Source: an optimization exercise on an open RTL-to-GDS flow (aim: small area). Production flows keep margins and buffers that such runs may drop.
In this exercise RTL edits were held to simulation tests only and were not proved equivalent to the original.
Power is estimated from default activity; no workload was simulated.

## flow/design.v (module list and top-level ports; edited modules follow where they fit)
// module sobol_gen_cfg: 31 lines
// module sobol_gen_core: 1259 lines
// module sobol_sequence_generator_top: 119 lines
module sobol_sequence_generator_top #(
  parameter int NUM_DIMS = 8
) (
  input  logic                                 clk,
  input  logic                                 rst_n,
  input  logic                                 in_valid,
  output logic                                 in_stall,
  input  logic                                 in_restart,
  output logic                                 out_valid,
  input  logic                                 out_stall,
  output logic [31:0]                          out_point_index,
  output logic                                 out_last_point,
  output logic [31:0]                          out_coord_0,
  output logic [31:0]                          out_coord_1,
  output logic [31:0]                          out_coord_2,
  output logic [31:0]                          out_coord_3,
  output logic [31:0]                          out_coord_4,
  output logic [31:0]                          out_coord_5,
  output logic [31:0]                          out_coord_6,
  output logic [31:0]                          out_coord_7,
  input  logic                                 psel,
  input  logic                                 penable,
  input  logic                                 pwrite,
  input  logic [sobol_gen_pkg::CFG_ADDR_W-1:0] paddr,
  input  logic [sobol_gen_pkg::CFG_DATA_W-1:0] pwdata,
  output logic [sobol_gen_pkg::CFG_DATA_W-1:0] prdata,
  output logic                                 pready
);
  // ...
==> flow/flow/run.sh <==
#!/bin/bash
# The standard layout (standard.sh: ORFS with the standard flow's config), with these changes:
# - the port buffers buffer_ports inserts are the smallest buffer, buf_1,
#   instead of the tool's default pick; every port still gets its buffer;
# - after synthesis, flow/downsize.tcl swaps each upsized combinational cell
#   for its family's smallest size (same function); the flow's own repair
#   steps then resize or buffer what slew, capacitance and timing need;
# - during placement (flow/smallbuf.tcl) repair buffers only with buf_1/buf_2
#   (or clkbuf_1/clkbuf_2), not larger buffers or delay cells;
# - clock tree synthesis without dummy loads.
# Registers are untouched: the netlist keeps the standard synthesis's flops.
set -euo pipefail
bash standard.sh 'BUFFER_PORTS_ARGS=-buffer_cell sky130_fd_sc_hd__buf_1' \
  "POST_SYNTH_TCL=$(pwd)/flow/downsize.tcl" \
  "PRE_GLOBAL_PLACE_TCL=$(pwd)/flow/smallbuf.tcl" \
  "PRE_RESIZE_TCL=$(pwd)/flow/smallbuf.tcl" \
  'CTS_ARGS=-sink_clustering_enable -repair_clock_nets -buf_list sky130_fd_sc_hd__clkbuf_8 -dont_use_dummy_load' \
  finish > orfs_make.log 2>&1
==> flow/flow/downsize.tcl <==
# Swap every combinational cell that synthesis upsized for its family's
# smallest size; the flow's repair steps then size up or buffer only what
# slew, capacitance and timing need.
set ds_map [dict create \
  sky130_fd_sc_hd__a2111o_2 sky130_fd_sc_hd__a2111o_1 \
  sky130_fd_sc_hd__a2111o_4 sky130_fd_sc_hd__a2111o_1 \
  sky130_fd_sc_hd__a2111oi_1 sky130_fd_sc_hd__a2111oi_0 \
  sky130_fd_sc_hd__a2111oi_2 sky130_fd_sc_hd__a2111oi_0 \
  sky130_fd_sc_hd__a2111oi_4 sky130_fd_sc_hd__a2111oi_0 \
  sky130_fd_sc_hd__a211o_2 sky130_fd_sc_hd__a211o_1 \
  sky130_fd_sc_hd__a211o_4 sky130_fd_sc_hd__a211o_1 \
  sky130_fd_sc_hd__a211oi_2 sky130_fd_sc_hd__a211oi_1 \
  sky130_fd_sc_hd__a211oi_4 sky130_fd_sc_hd__a211oi_1 \
  sky130_fd_sc_hd__a21bo_4 sky130_fd_sc_hd__a21bo_1 \
  sky130_fd_sc_hd__a21boi_2 sky130_fd_sc_hd__a21boi_0 \
  sky130_fd_sc_hd__a21boi_4 sky130_fd_sc_hd__a21boi_0 \
  sky130_fd_sc_hd__a21o_2 sky130_fd_sc_hd__a21o_1 \
  sky130_fd_sc_hd__a21o_4 sky130_fd_sc_hd__a21o_1 \
  sky130_fd_sc_hd__a21oi_2 sky130_fd_sc_hd__a21oi_1 \
  sky130_fd_sc_hd__a21oi_4 sky130_fd_sc_hd__a21oi_1 \
  sky130_fd_sc_hd__a221o_2 sky130_fd_sc_hd__a221o_1 \
  sky130_fd_sc_hd__a221o_4 sky130_fd_sc_hd__a221o_1 \
  sky130_fd_sc_hd__a221oi_2 sky130_fd_sc_hd__a221oi_1 \
  sky130_fd_sc_hd__a221oi_4 sky130_fd_sc_hd__a221oi_1 \
  sky130_fd_sc_hd__a22o_2 sky130_fd_sc_hd__a22o_1 \
  sky130_fd_sc_hd__a22o_4 sky130_fd_sc_hd__a22o_1 \
  sky130_fd_sc_hd__a22oi_2 sky130_fd_sc_hd__a22oi_1 \
  sky130_fd_sc_hd__a22oi_4 sky130_fd_sc_hd__a22oi_1 \
  sky130_fd_sc_hd__a2bb2o_2 sky130_fd_sc_hd__a2bb2o_1 \
  sky130_fd_sc_hd__a2bb2o_4 sky130_fd_sc_hd__a2bb2o_1 \
  sky130_fd_sc_hd__a2bb2oi_2 sky130_fd_sc_hd__a2bb2oi_1 \
  sky130_fd_sc_hd__a2bb2oi_4 sky130_fd_sc_hd__a2bb2oi_1 \
  sky130_fd_sc_hd__a311o_2 sky130_fd_sc_hd__a311o_1 \
  sky130_fd_sc_hd__a311o_4 sky130_fd_sc_hd__a311o_1 \
  sky130_fd_sc_hd__a311oi_2 sky130_fd_sc_hd__a311oi_1 \
  sky130_fd_sc_hd__a311oi_4 sky130_fd_sc_hd__a311oi_1 \
  sky130_fd_sc_hd__a31o_4 sky130_fd_sc_hd__a31o_1 \
  sky130_fd_sc_hd__a31oi_2 sky130_fd_sc_hd__a31oi_1 \
  sky130_fd_sc_hd__a31oi_4 sky130_fd_sc_hd__a31oi_1 \
  sky130_fd_sc_hd__a32o_2 sky130_fd_sc_hd__a32o_1 \
  sky130_fd_sc_hd__a32o_4 sky130_fd_sc_hd__a32o_1 \
  sky130_fd_sc_hd__a32oi_2 sky130_fd_sc_hd__a32oi_1 \
  sky130_fd_sc_hd__a32oi_4 sky130_fd_sc_hd__a32oi_1 \
  sky130_fd_sc_hd__a41o_2 sky130_fd_sc_hd__a41o_1 \
  sky130_fd_sc_hd__a41o_4 sky130_fd_sc_hd__a41o_1 \
  sky130_fd_sc_hd__a41oi_2 sky130_fd_sc_hd__a41oi_1 \
  sky130_fd_sc_hd__a41oi_4 sky130_fd_sc_hd__a41oi_1 \
  sky130_fd_sc_hd__and2_2 sky130_fd_sc_hd__and2_0 \
  sky130_fd_sc_hd__and2_4 sky130_fd_sc_hd__and2_0 \
  sky130_fd_sc_hd__and2b_2 sky130_fd_sc_hd__and2b_1 \
  sky130_fd_sc_hd__and2b_4 sky130_fd_sc_hd__and2b_1 \
  sky130_fd_sc_hd__and3_2 sky130_fd_sc_hd__and3_1 \
  sky130_fd_sc_hd__and3_4 sky130_fd_sc_hd__and3_1 \
  sky130_fd_sc_hd__and3b_2 sky130_fd_sc_hd__and3b_1 \
  sky130_fd_sc_hd__and3b_4 sky130_fd_sc_hd__and3b_1 \
  sky130_fd_sc_hd__and4_2 sky130_fd_sc_hd__and4_1 \
  sky130_fd_sc_hd__and4_4 sky130_fd_sc_hd__and4_1 \
  sky130_fd_sc_hd__and4b_2 sky130_fd_sc_hd__and4b_1 \
  sky130_fd_sc_hd__and4b_4 sky130_fd_sc_hd__and4b_1 \
  sky130_fd_sc_hd__and4bb_4 sky130_fd_sc_hd__and4bb_1 \
  sky130_fd_sc_hd__buf_6 sky130_fd_sc_hd__buf_2 \
  sky130_fd_sc_hd__buf_8 sky130_fd_sc_hd__buf_2 \
  sky130_fd_sc_hd__buf_12 sky130_fd_sc_hd__buf_2 \
  sky130_fd_sc_hd__buf_16 sky130_fd_sc_hd__buf_2 \
  sky130_fd_sc_hd__bufbuf_16 sky130_fd_sc_hd__bufbuf_8 \
  sky130_fd_sc_hd__bufinv_16 sky130_fd_sc_hd__bufinv_8 \
  sky130_fd_sc_hd__clkbuf_2 sky130_fd_sc_hd__clkbuf_1 \
  sky130_fd_sc_hd__clkbuf_4 sky130_fd_sc_hd__clkbuf_1 \
  sky130_fd_sc_hd__clkbuf_8 sky130_fd_sc_hd__clkbuf_1 \
  sky130_fd_sc_hd__clkbuf_16 sky130_fd_sc_hd__clkbuf_1 \
  sky130_fd_sc_hd__clkdlybuf4s15_2 sky130_fd_sc_hd__clkdlybuf4s15_1 \
  sky130_fd_sc_hd__clkdlybuf4s50_2 sky130_fd_sc_hd__clkdlybuf4s50_1 \
  sky130_fd_sc_hd__clkinv_2 sky130_fd_sc_hd__clkinv_1 \
  sky130_fd_sc_hd__clkinv_4 sky130_fd_sc_hd__clkinv_1 \
  sky130_fd_sc_hd__clkinv_8 sky130_fd_sc_hd__clkinv_1 \
  sky130_fd_sc_hd__clkinv_16 sky130_fd_sc_hd__clkinv_1 \
  sky130_fd_sc_hd__clkinvlp_4 sky130_fd_sc_hd__clkinvlp_2 \
  sky130_fd_sc_hd__ebufn_2 sky130_fd_sc_hd__ebufn_1 \
  sky130_fd_sc_hd__ebufn_4 sky130_fd_sc_hd__ebufn_1 \
  sky130_fd_sc_hd__ebufn_8 sky130_fd_sc_hd__ebufn_1 \
  sky130_fd_sc_hd__einvn_1 sky130_fd_sc_hd__einvn_0 \
  sky130_fd_sc_hd__einvn_2 sky130_fd_sc_hd__einvn_0 \
  sky130_fd_sc_hd__einvn_4 sky130_fd_sc_hd__einvn_0 \
  sky130_fd_sc_hd__einvn_8 sky130_fd_sc_hd__einvn_0 \
  sky130_fd_sc_hd__einvp_2 sky130_fd_sc_hd__einvp_1 \
  sky130_fd_sc_hd__einvp_4 sky130_fd_sc_hd__einvp_1 \
  sky130_fd_sc_hd__einvp_8 sky130_fd_sc_hd__einvp_1 \
  sky130_fd_sc_hd__fa_2 sky130_fd_sc_hd__fa_1 \
  sky130_fd_sc_hd__fa_4 sky130_fd_sc_hd__fa_1 \
  sky130_fd_sc_hd__ha_2 sky130_fd_sc_hd__ha_1 \
  sky130_fd_sc_hd__ha_4 sky130_fd_sc_hd__ha_1 \
  sky130_fd_sc_hd__inv_4 sky130_fd_sc_hd__inv_1 \
  sky130_fd_sc_hd__inv_6 sky130_fd_sc_hd__inv_1 \
  sky130_fd_sc_hd__inv_8 sky130_fd_sc_hd__inv_1 \
  sky130_fd_sc_hd__inv_12 sky130_fd_sc_hd__inv_1 \
  sky130_fd_sc_hd__inv_16 sky130_fd_sc_hd__inv_1 \
  sky130_fd_sc_hd__maj3_2 sky130_fd_sc_hd__maj3_1 \
  sky130_fd_sc_hd__maj3_4 sky130_fd_sc_hd__maj3_1 \
  sky130_fd_sc_hd__mux2_4 sky130_fd_sc_hd__mux2_1 \
  sky130_fd_sc_hd__mux2_8 sky130_fd_sc_hd__mux2_1 \
  sky130_fd_sc_hd__mux4_4 sky130_fd_sc_hd__mux4_2 \
  sky130_fd_sc_hd__mux4_1 sky130_fd_sc_hd__mux4_2 \
  sky130_fd_sc_hd__nand2_2 sky130_fd_sc_hd__nand2_1 \
  sky130_fd_sc_hd__nand2_4 sky130_fd_sc_hd__nand2_1 \
  sky130_fd_sc_hd__nand2_8 sky130_fd_sc_hd__nand2_1 \
  sky130_fd_sc_hd__nand2b_2 sky130_fd_sc_hd__nand2b_1 \
  sky130_fd_sc_hd__nand2b_4 sky130_fd_sc_hd__nand2b_1 \
  sky130_fd_sc_hd__nand3_2 sky130_fd_sc_hd__nand3_1 \
  sky130_fd_sc_hd__nand3_4 sky130_fd_sc_hd__nand3_1 \
  sky130_fd_sc_hd__nand3b_2 sky130_fd_sc_hd__nand3b_1 \
  sky130_fd_sc_hd__nand3b_4 sky130_fd_sc_hd__nand3b_1 \
  sky130_fd_sc_hd__nand4_2 sky130_fd_sc_hd__nand4_1 \
  sky130_fd_sc_hd__nand4_4 sky130_fd_sc_hd__nand4_1 \
  sky130_fd_sc_hd__nand4b_2 sky130_fd_sc_hd__nand4b_1 \
  sky130_fd_sc_hd__nand4b_4 sky130_fd_sc_hd__nand4b_1 \
  sky130_fd_sc_hd__nand4bb_2 sky130_fd_sc_hd__nand4bb_1 \
  sky130_fd_sc_hd__nand4bb_4 sky130_fd_sc_hd__nand4bb_1 \
  sky130_fd_sc_hd__nor2_2 sky130_fd_sc_hd__nor2_1 \
  sky130_fd_sc_hd__nor2_4 sky130_fd_sc_hd__nor2_1 \
  sky130_fd_sc_hd__nor2_8 sky130_fd_sc_hd__nor2_1 \
  sky130_fd_sc_hd__nor2b_2 sky130_fd_sc_hd__nor2b_1 \
  sky130_fd_sc_hd__nor2b_4 sky130_fd_sc_hd__nor2b_1 \
  sky130_fd_sc_hd__nor3_2 sky130_fd_sc_hd__nor3_1 \
  sky130_fd_sc_hd__nor3_4 sky130_fd_sc_hd__nor3_1 \
  sky130_fd_sc_hd__nor3b_2 sky130_fd_sc_hd__nor3b_1 \
  sky130_fd_sc_hd__nor3b_4 sky130_fd_sc_hd__nor3b_1 \
  sky130_fd_sc_hd__nor4_2 sky130_fd_sc_hd__nor4_1 \
  sky130_fd_sc_hd__nor4_4 sky130_fd_sc_hd__nor4_1 \
  sky130_fd_sc_hd__nor4b_2 sky130_fd_sc_hd__nor4b_1 \
  sky130_fd_sc_hd__nor4b_4 sky130_fd_sc_hd__nor4b_1 \
  sky130_fd_sc_hd__nor4bb_2 sky130_fd_sc_hd__nor4bb_1 \
  sky130_fd_sc_hd__nor4bb_4 sky130_fd_sc_hd__nor4bb_1 \
  sky130_fd_sc_hd__o2111a_2 sky130_fd_sc_hd__o2111a_1 \
  sky130_fd_sc_hd__o2111a_4 sky130_fd_sc_hd__o2111a_1 \
  sky130_fd_sc_hd__o2111ai_2 sky130_fd_sc_hd__o2111ai_1 \
  sky130_fd_sc_hd__o2111ai_4 sky130_fd_sc_hd__o2111ai_1 \
  sky130_fd_sc_hd__o211a_4 sky130_fd_sc_hd__o211a_1 \
  sky130_fd_sc_hd__o211ai_2 sky130_fd_sc_hd__o211ai_1 \
  sky130_fd_sc_hd__o211ai_4 sky130_fd_sc_hd__o211ai_1 \
  sky130_fd_sc_hd__o21a_2 sky130_fd_sc_hd__o21a_1 \
  sky130_fd_sc_hd__o21a_4 sky130_fd_sc_hd__o21a_1 \
  sky130_fd_sc_hd__o21ai_2 sky130_fd_sc_hd__o21ai_0 \
  sky130_fd_sc_hd__o21ai_4 sky130_fd_sc_hd__o21ai_0 \
  sky130_fd_sc_hd__o21ba_4 sky130_fd_sc_hd__o21ba_1 \
  sky130_fd_sc_hd__o21bai_2 sky130_fd_sc_hd__o21bai_1 \
  sky130_fd_sc_hd__o21bai_4 sky130_fd_sc_hd__o21bai_1 \
  sky130_fd_sc_hd__o221a_4 sky130_fd_sc_hd__o221a_1 \
  sky130_fd_sc_hd__o221ai_2 sky130_fd_sc_hd__o221ai_1 \
  sky130_fd_sc_hd__o221ai_4 sky130_fd_sc_hd__o221ai_1 \
  sky130_fd_sc_hd__o22a_2 sky130_fd_sc_hd__o22a_1 \
  sky130_fd_sc_hd__o22a_4 sky130_fd_sc_hd__o22a_1 \
  sky130_fd_sc_hd__o22ai_2 sky130_fd_sc_hd__o22ai_1 \
  sky130_fd_sc_hd__o22ai_4 sky130_fd_sc_hd__o22ai_1 \
  sky130_fd_sc_hd__o2bb2a_2 sky130_fd_sc_hd__o2bb2a_1 \
  sky130_fd_sc_hd__o2bb2a_4 sky130_fd_sc_hd__o2bb2a_1 \
  sky130_fd_sc_hd__o2bb2ai_2 sky130_fd_sc_hd__o2bb2ai_1 \
  sky130_fd_sc_hd__o2bb2ai_4 sky130_fd_sc_hd__o2bb2ai_1 \
  sky130_fd_sc_hd__o311a_2 sky130_fd_sc_hd__o311a_1 \
  sky130_fd_sc_hd__o311a_4 sky130_fd_sc_hd__o311a_1 \
  sky130_fd_sc_hd__o311ai_2 sky130_fd_sc_hd__o311ai_0 \
  sky130_fd_sc_hd__o311ai_4 sky130_fd_sc_hd__o311ai_0 \
  sky130_fd_sc_hd__o31a_2 sky130_fd_sc_hd__o31a_1 \
  sky130_fd_sc_hd__o31a_4 sky130_fd_sc_hd__o31a_1 \
  sky130_fd_sc_hd__o31ai_2 sky130_fd_sc_hd__o31ai_1 \
  sky130_fd_sc_hd__o31ai_4 sky130_fd_sc_hd__o31ai_1 \
  sky130_fd_sc_hd__o32a_2 sky130_fd_sc_hd__o32a_1 \
  sky130_fd_sc_hd__o32a_4 sky130_fd_sc_hd__o32a_1 \
  sky130_fd_sc_hd__o32ai_2 sky130_fd_sc_hd__o32ai_1 \
  sky130_fd_sc_hd__o32ai_4 sky130_fd_sc_hd__o32ai_1 \
  sky130_fd_sc_hd__o41a_2 sky130_fd_sc_hd__o41a_1 \
  sky130_fd_sc_hd__o41a_4 sky130_fd_sc_hd__o41a_1 \
  sky130_fd_sc_hd__o41ai_2 sky130_fd_sc_hd__o41ai_1 \
  sky130_fd_sc_hd__o41ai_4 sky130_fd_sc_hd__o41ai_1 \
  sky130_fd_sc_hd__or2_4 sky130_fd_sc_hd__or2_0 \
  sky130_fd_sc_hd__or2b_2 sky130_fd_sc_hd__or2b_1 \
  sky130_fd_sc_hd__or2b_4 sky130_fd_sc_hd__or2b_1 \
  sky130_fd_sc_hd__or3_2 sky130_fd_sc_hd__or3_1 \
  sky130_fd_sc_hd__or3_4 sky130_fd_sc_hd__or3_1 \
  sky130_fd_sc_hd__or3b_4 sky130_fd_sc_hd__or3b_1 \
  sky130_fd_sc_hd__or4_2 sky130_fd_sc_hd__or4_1 \
  sky130_fd_sc_hd__or4_4 sky130_fd_sc_hd__or4_1 \
  sky130_fd_sc_hd__or4b_4 sky130_fd_sc_hd__or4b_1 \
  sky130_fd_sc_hd__or4bb_2 sky130_fd_sc_hd__or4bb_1 \
  sky130_fd_sc_hd__or4bb_4 sky130_fd_sc_hd__or4bb_1 \
  sky130_fd_sc_hd__sdlclkp_2 sky130_fd_sc_hd__sdlclkp_1 \
  sky130_fd_sc_hd__sdlclkp_4 sky130_fd_sc_hd__sdlclkp_1 \
  sky130_fd_sc_hd__xnor2_2 sky130_fd_sc_hd__xnor2_1 \
  sky130_fd_sc_hd__xnor2_4 sky130_fd_sc_hd__xnor2_1 \
  sky130_fd_sc_hd__xnor3_2 sky130_fd_sc_hd__xnor3_1 \
  sky130_fd_sc_hd__xnor3_4 sky130_fd_sc_hd__xnor3_1 \
  sky130_fd_sc_hd__xor2_2 sky130_fd_sc_hd__xor2_1 \
  sky130_fd_sc_hd__xor2_4 sky130_fd_sc_hd__xor2_1 \
  sky130_fd_sc_hd__xor3_2 sky130_fd_sc_hd__xor3_1 \
  sky130_fd_sc_hd__xor3_4 sky130_fd_sc_hd__xor3_1 \
]
set ds_count 0
foreach inst [[ord::get_db_block] getInsts] {
  set m [[$inst getMaster] getName]
  if { [dict exists $ds_map $m] } {
    replace_cell [$inst getName] [dict get $ds_map $m]
    incr ds_count
  }
}
puts "downsize.tcl: swapped $ds_count cells for their smallest size"
==> flow/flow/smallbuf.tcl <==
set_dont_use [get_lib_cells {sky130_fd_sc_hd__buf_4 sky130_fd_sc_hd__buf_6 sky130_fd_sc_hd__buf_8 sky130_fd_sc_hd__buf_12 sky130_fd_sc_hd__buf_16 sky130_fd_sc_hd__clkbuf_4 sky130_fd_sc_hd__clkbuf_8 sky130_fd_sc_hd__clkbuf_16 sky130_fd_sc_hd__dlygate4sd* sky130_fd_sc_hd__dlymetal6s* sky130_fd_sc_hd__clkdlybuf4s* sky130_fd_sc_hd__bufbuf_* sky130_fd_sc_hd__bufinv_*}]
==> flow/standard.sh <==
#!/bin/bash
# synth_recipe.tcl (not shown) runs the flow's synth.tcl, then flattens the netlist and writes it again
# the make line also repeats each setting of config.mk as NAME=value (left out here)
make -C /OpenROAD-flow-scripts/flow DESIGN_CONFIG=/design/flow/config.mk WORK_HOME=/design/flow/orfs CLKGATE_MAP_FILE= SYNTH_SCRIPT=/design/flow/synth_recipe.tcl "${@:-finish}"
==> flow/config.mk <==
export PLATFORM = sky130hd
export DESIGN_NAME = sobol_sequence_generator_top
export DESIGN_NICKNAME = sobol_sequence_generator_top
export VERILOG_FILES = /design/flow/design.v
export SDC_FILE = /design/flow/constraint.sdc
export NUM_CORES = 4
export LEC_CHECK = 0
export CAP_MARGIN = 20
export CORE_MARGIN = 2
export CORE_UTILIZATION = 65
export CTS_BUF_LIST = sky130_fd_sc_hd__clkbuf_8
export PLACE_DENSITY = 0.8
export SLEW_MARGIN = 20
==> flow/constraint.sdc <==
create_clock -name core_clock -period 7.0 [get_ports {clk}]
set_input_delay 1.4000 -clock core_clock [delete_from_list [all_inputs] [get_ports {clk}]]
set_output_delay 1.4000 -clock core_clock [all_outputs]
set_load 0.01 [all_outputs]
==> summary.txt, run 1 <==
Total leakage power -> 4.554 nW
Signal buf overhead -> 12.72%
TritonCTS clock tree -> yes
Register-to-Register Setup Slack -> 3.51 ns
Data required time at the worst endpoint -> 5.60 ns
Post-CTS setup buffer count -> 0
Switching power share of the total -> 55.23%
Sum of routed wire segments on met1 -> 15,370 um
Final hold vios -> 0
Sequential cell count -> 73
Number of sinks on the clock net -> 73
Die Area -> 0.01732 mm^2
Power Total -> 4.644 mW
Worst Setup Start Kind -> register
Termination of the worst setup path -> out_coord_2[30]
Outcome -> finished clean
Number of clock buffers in the layout -> 9
Clock latency on the worst-skew pair -> 0.37 ns
Vias -> 11,700
First-pass GRT wire length -> 64,290 um
Syn nets -> 1,471
Final core utilization -> 77.05%
Clock share of power -> 5.6%
DRC viols -> 0
Syn-to-layout area delta -> 15.67%
Sequential power -> 0.502 mW
Total power divided by cell area -> 379.4 mW/mm^2
Slew at the pin with the worst max-slew slack -> 1.234 ns
Post-Syn Area -> 0.01058 mm^2
Non-clock buffer instance count of the final layout -> 413
Sink of the worst hold path -> out_valid_r$_SDFF_PN0_
Biggest fanout along the worst timing path -> 11
Final clock-cell share -> 1.012%
Count of input and output buffers -> 364
CTS H-Tree Depth -> 3
==> run 2, diff against run 1 <==
--- a/flow/flow/run.sh
+++ b/flow/flow/run.sh
@@ -5,4 +5,5 @@
 # - after synthesis, flow/downsize.tcl swaps each upsized combinational cell
-#   for its family's smallest size (same function); the flow's own repair
-#   steps then resize or buffer what slew, capacitance and timing need;
+#   for its family's smallest size (same function) and splits each
+#   three-input XOR cell into two two-input XORs (smaller); the flow's own
+#   repair steps then resize or buffer what slew, capacitance and timing need;
 # - during placement (flow/smallbuf.tcl) repair buffers only with buf_1/buf_2
--- a/flow/flow/downsize.tcl
+++ b/flow/flow/downsize.tcl
@@ -204 +204,35 @@
 puts "downsize.tcl: swapped $ds_count cells for their smallest size"
+# Split each three-input XOR/XNOR cell (23.8 um2) into two two-input ones
+# (17.5 um2): X = A ^ B ^ C becomes t = A ^ B, X = t ^ C (xnor3: X = ~(t ^ C)).
+set ds_db [ord::get_db]
+set ds_block [ord::get_db_block]
+set ds_xor2 [$ds_db findMaster sky130_fd_sc_hd__xor2_1]
+set ds_xnor2 [$ds_db findMaster sky130_fd_sc_hd__xnor2_1]
+set ds_split 0
+foreach inst [$ds_block getInsts] {
+  set m [[$inst getMaster] getName]
+  if { ![string match sky130_fd_sc_hd__xor3_* $m] && ![string match sky130_fd_sc_hd__xnor3_* $m] } { continue }
+  set na [[$inst findITerm A] getNet]
+  set nb [[$inst findITerm B] getNet]
+  set nc [[$inst findITerm C] getNet]
+  set nx [[$inst findITerm X] getNet]
+  set name [$inst getName]
+  set t [odb::dbNet_create $ds_block "${name}_s3t"]
+  set i1 [odb::dbInst_create $ds_block $ds_xor2 "${name}_s3a"]
+  if { [string match *xnor3* $m] } {
+    set i2 [odb::dbInst_create $ds_block $ds_xnor2 "${name}_s3b"]
+    set o2 Y
+  } else {
+    set i2 [odb::dbInst_create $ds_block $ds_xor2 "${name}_s3b"]
+    set o2 X
+  }
+  odb::dbInst_destroy $inst
+  [$i1 findITerm A] connect $na
+  [$i1 findITerm B] connect $nb
+  [$i1 findITerm X] connect $t
+  [$i2 findITerm A] connect $t
+  [$i2 findITerm B] connect $nc
+  [$i2 findITerm $o2] connect $nx
+  incr ds_split
+}
+puts "split3.tcl: split $ds_split three-input XOR cells"
==> run 2 against run 1 <==
  * First-iteration DRC count did not move
  * Combinational power barely moved
  * Critical path depth did not move
  * Highest routed layer unchanged
==> summary.txt, run 2 <==
Number of sinks on the clock net -> 73 (unchanged)
Largest vdd supply drop -> 0.4581 mV (unchanged)
First-pass GRT wire length -> 64,290 um (unchanged)
Regs by FF count -> idx (32), u_cfg.run_len_n (32), u_cfg.dims (4) (unchanged)
Path type of the worst setup path -> reg2out (unchanged)
Via count of the first global-routing pass -> 11,000 (unchanged)
Unrepaired setup endpoints after global routing -> no (unchanged)
DRC viols -> 0 (unchanged)
Clock-pin slew on the worst setup and hold paths -> 0.07 ns (about the same)
Post-Route Skew -> 0.01522 ns (unchanged)
Routed Wire Length -> 43,120 um (unchanged)
Setup Viol. Count Final -> 0 (unchanged)
Final period utilization -> 84.94% (unchanged)
Placed instance count -> 1,889 (unchanged)
Placed cell areas -> 0.01210 mm^2 (unchanged)
Average via count per standard cell -> 6.164 (unchanged)
Worst relative slew slack -> 17.72% (unchanged)
Max-capacitance violation count -> 0 (unchanged)
Inserted Clock Buffers -> 9 (unchanged)
Hold WC Path Type -> reg2reg (unchanged)
Biggest cell delay along the critical path -> 0.90 ns (about the same)
Final critical delay including setup and external delays -> 5.946 ns (unchanged)
Root Buffer Master -> clkbuf_8 (unchanged)
Worst Setup Start Kind -> register (unchanged)
Switching power share of the total -> 55.23% (unchanged)
Estimated wirelength of the detail-placed design -> 33,540 um (unchanged)
Final hold vios -> 0 (unchanged)
Clock share of power -> 5.6% (about the same)
First-iteration detailed-routing DRC count -> 1,289 (unchanged)
Total iterations of the first detailed-routing run -> 6 (unchanged)
Share of power burned in combinational logic -> 83.6% (about the same)
Total leakage power -> 4.554 nW (unchanged)
TritonCTS clock tree -> yes (unchanged)
Hold-fix buffers at CTS -> 0 (unchanged)
Routability congestion estimate from global placement -> 1.119 (unchanged)
Max Freq -> 168.2 MHz (unchanged)
Switching power -> 2.565 mW (unchanged)
Most common cell after layout, fill and taps aside -> buf_1 (unchanged)
Effective utilization at floorplan -> 66.61% (unchanged)
Count of cells resized by post-cts repair -> 0 (unchanged)
Count of non-filler cells in the finished layout -> 1,898 (unchanged)
Maximum number of pins on one net before global-route repair -> 32 (unchanged)
Syn-to-layout area delta -> 15.67% (unchanged)
Number of nets in the layout -> 1,807 (unchanged)
Max Slew Vio Count -> 0 (unchanged)
Number of placement rows -> 46 (unchanged)
Syn. warnings -> 2 (unchanged)
Ratio of cells with drive above 1 in the final layout -> 2.319% (unchanged)
Worst slack on hold paths -> 0.5074 ns (unchanged)
Total negative slack for setup checks -> 0 ns (unchanged)
Syn nets -> 1,471 (unchanged)
Outcome -> finished clean (unchanged)
Slew at the pin with the worst max-slew slack -> 1.234 ns (unchanged)
Cells along the critical path -> ha_1, xor2_1, xnor2_1, xnor2_1, xnor2_1, xnor2_1, xnor2_1, nor2_1, buf_1 (unchanged)
Int Power -> 2.079 mW (unchanged)
Count of input and output buffers -> 364 (unchanged)
Number of ports placed on the die boundary -> 368 (unchanged)
Core Box Area -> 0.01589 mm^2 (unchanged)
Global route total overflow -> 0 (unchanged)
ANT nets after route -> 0 (unchanged)
Commonest non-fill, non-tap cells in the layout -> buf_1 (408), xnor2_1 (377), nor2_1 (267) (unchanged)
Die Area -> 0.01732 mm^2 (unchanged)
Initial antenna violation count -> 0 (unchanged)
Post-DR wirelength/cell -> 22.72 um (unchanged)
Synthesized instance count -> 1,348 (unchanged)
X dimension of the die -> 131.6 um (unchanged)
CTS H-Tree Depth -> 3 (unchanged)
Post-Layout Inst Area -> 0.01224 mm^2 (unchanged)
Data required time at the worst endpoint -> 5.60 ns (about the same)
Vias -> 11,700 (unchanged)
Crit end category -> primary output (unchanged)
Die Y-Extent -> 131.6 um (unchanged)
Clock latency on the worst-skew pair -> 0.37 ns (about the same)
Post-CTS setup buffer count -> 0 (unchanged)
Average instance area after synthesis -> 7.850 um^2 (unchanged)
Biggest fanout along the worst timing path -> 11 (unchanged)
Fraction of power consumed by sequential logic -> 10.8% (about the same)
Overall track demand over capacity in global routing -> 47.58% (unchanged)
Post-Syn Area -> 0.01058 mm^2 (unchanged)
Maximum clock insertion buffer count -> 2 (unchanged)
Most frequent cell on the critical path -> xnor2_1 (unchanged)
Slowest library cell on the worst path -> ha_1 (unchanged)
Number of inserted diodes -> 0 (unchanged)
Data arrival time of the critical path -> 4.55 ns (about the same)
Total power divided by cell area -> 379.4 mW/mm^2 (unchanged)
-- run 2: worst max-delay path: cells and delay by family, from the launching register on --
family	cells	cell delay [ns]
xor gates and xnor gates	6	2.34
adders and majority gates	1	0.90
DFF	1	0.67
buffers and inverters	1	0.17
and+or+nand+nor	1	0.09
-- run 2: power by group through the flow --
| stage | sequential, mW | clock, mW | combinational, mW |
|---|---|---|---|
| finish | 0.502 | 0.259 | 3.88 |
| global route | 0.503 | 0.268 | 4.11 |
| CTS | 0.500 | 0.253 | 3.83 |
| detailed placement | 0.509 | 0 | 3.82 |
| global placement | 0.508 | 0 | 3.77 |
| floorplan | 0.495 | 0 | 2.66 |
-- run 2: worst paths after layout --
check                                            from                     end  slack [ns]  depth (start not counted)
worst max-delay path                idx[26]$_DFFE_PP_         out_coord_2[30]        1.05                          9
worst min-delay path            in_valid_r$_SDFF_PN0_  out_valid_r$_SDFF_PN0_        0.51                          2
worst min register to register  in_valid_r$_SDFF_PN0_  out_valid_r$_SDFF_PN0_        0.51                          2
worst max register to register       idx[1]$_DFFE_PP_       idx[27]$_DFFE_PP_        3.51                          9
-- run 2: stage by stage --
step / power (mW) / utilization [%] / setup WS (ns)
after global routing: 4.886 / 77.05 / 0.9900
after floorplan: 3.151 / - / 2.269
after CTS: 4.582 / 76.95 / 1.196
after global placement: 4.281 / 76.17 / 1.625
final: 4.644 / 77.05 / 1.054
after detailed placement: 4.331 / 76.17 / 1.585
-- run 2: layout make-up --
class / count / area (um^2)
multi-input cells: 1173 / 8444
inverters: 14 / 52.55
fillers: 1148 / 3646
clock buffers: 9 / 123.9
repair buffers: 413 / 1556
well taps: 216 / 270.3
flip-flops and latches: 73 / 1792
-- run 2: layer usage --
metal	GRT usage, %	vias up	share of wire, %
met5	0	-	0
met4	26.27	0	6.2
met3	9.414	226	11
met2	80.48	1019	47
met1	56.49	5424	36
li1	-	5030	-

[what the ideal ports hide]
How much do the figures lean on ideal ports? The routed layouts below were timed once more, with nothing changed but the port constraints. Step 1 assumes that a clkbuf_16 drives the clock port and a buf_2 every other input. Step 2 moves the port delays by t, midway between the first and last clock arrival at a register: inputs arrive t later, outputs are due t later. That takes back most of the time a late clock gives input paths. a / b / c = ideal / step 1 / step 2; a / b = the first two.
run	t, ns	setup WS [ns]	hold WS [ns]	worst register clock-pin slew, ns	cell pins on the clock port's net
run 1	0.395	1.054 / 1.021 / 1.416	0.507 / 0.507 / 0.507	0.08 / 0.08	1
run 2	0.395	1.054 / 1.021 / 1.416	0.507 / 0.507 / 0.507	0.08 / 0.08	1
After both steps every run listed still meets setup and hold.
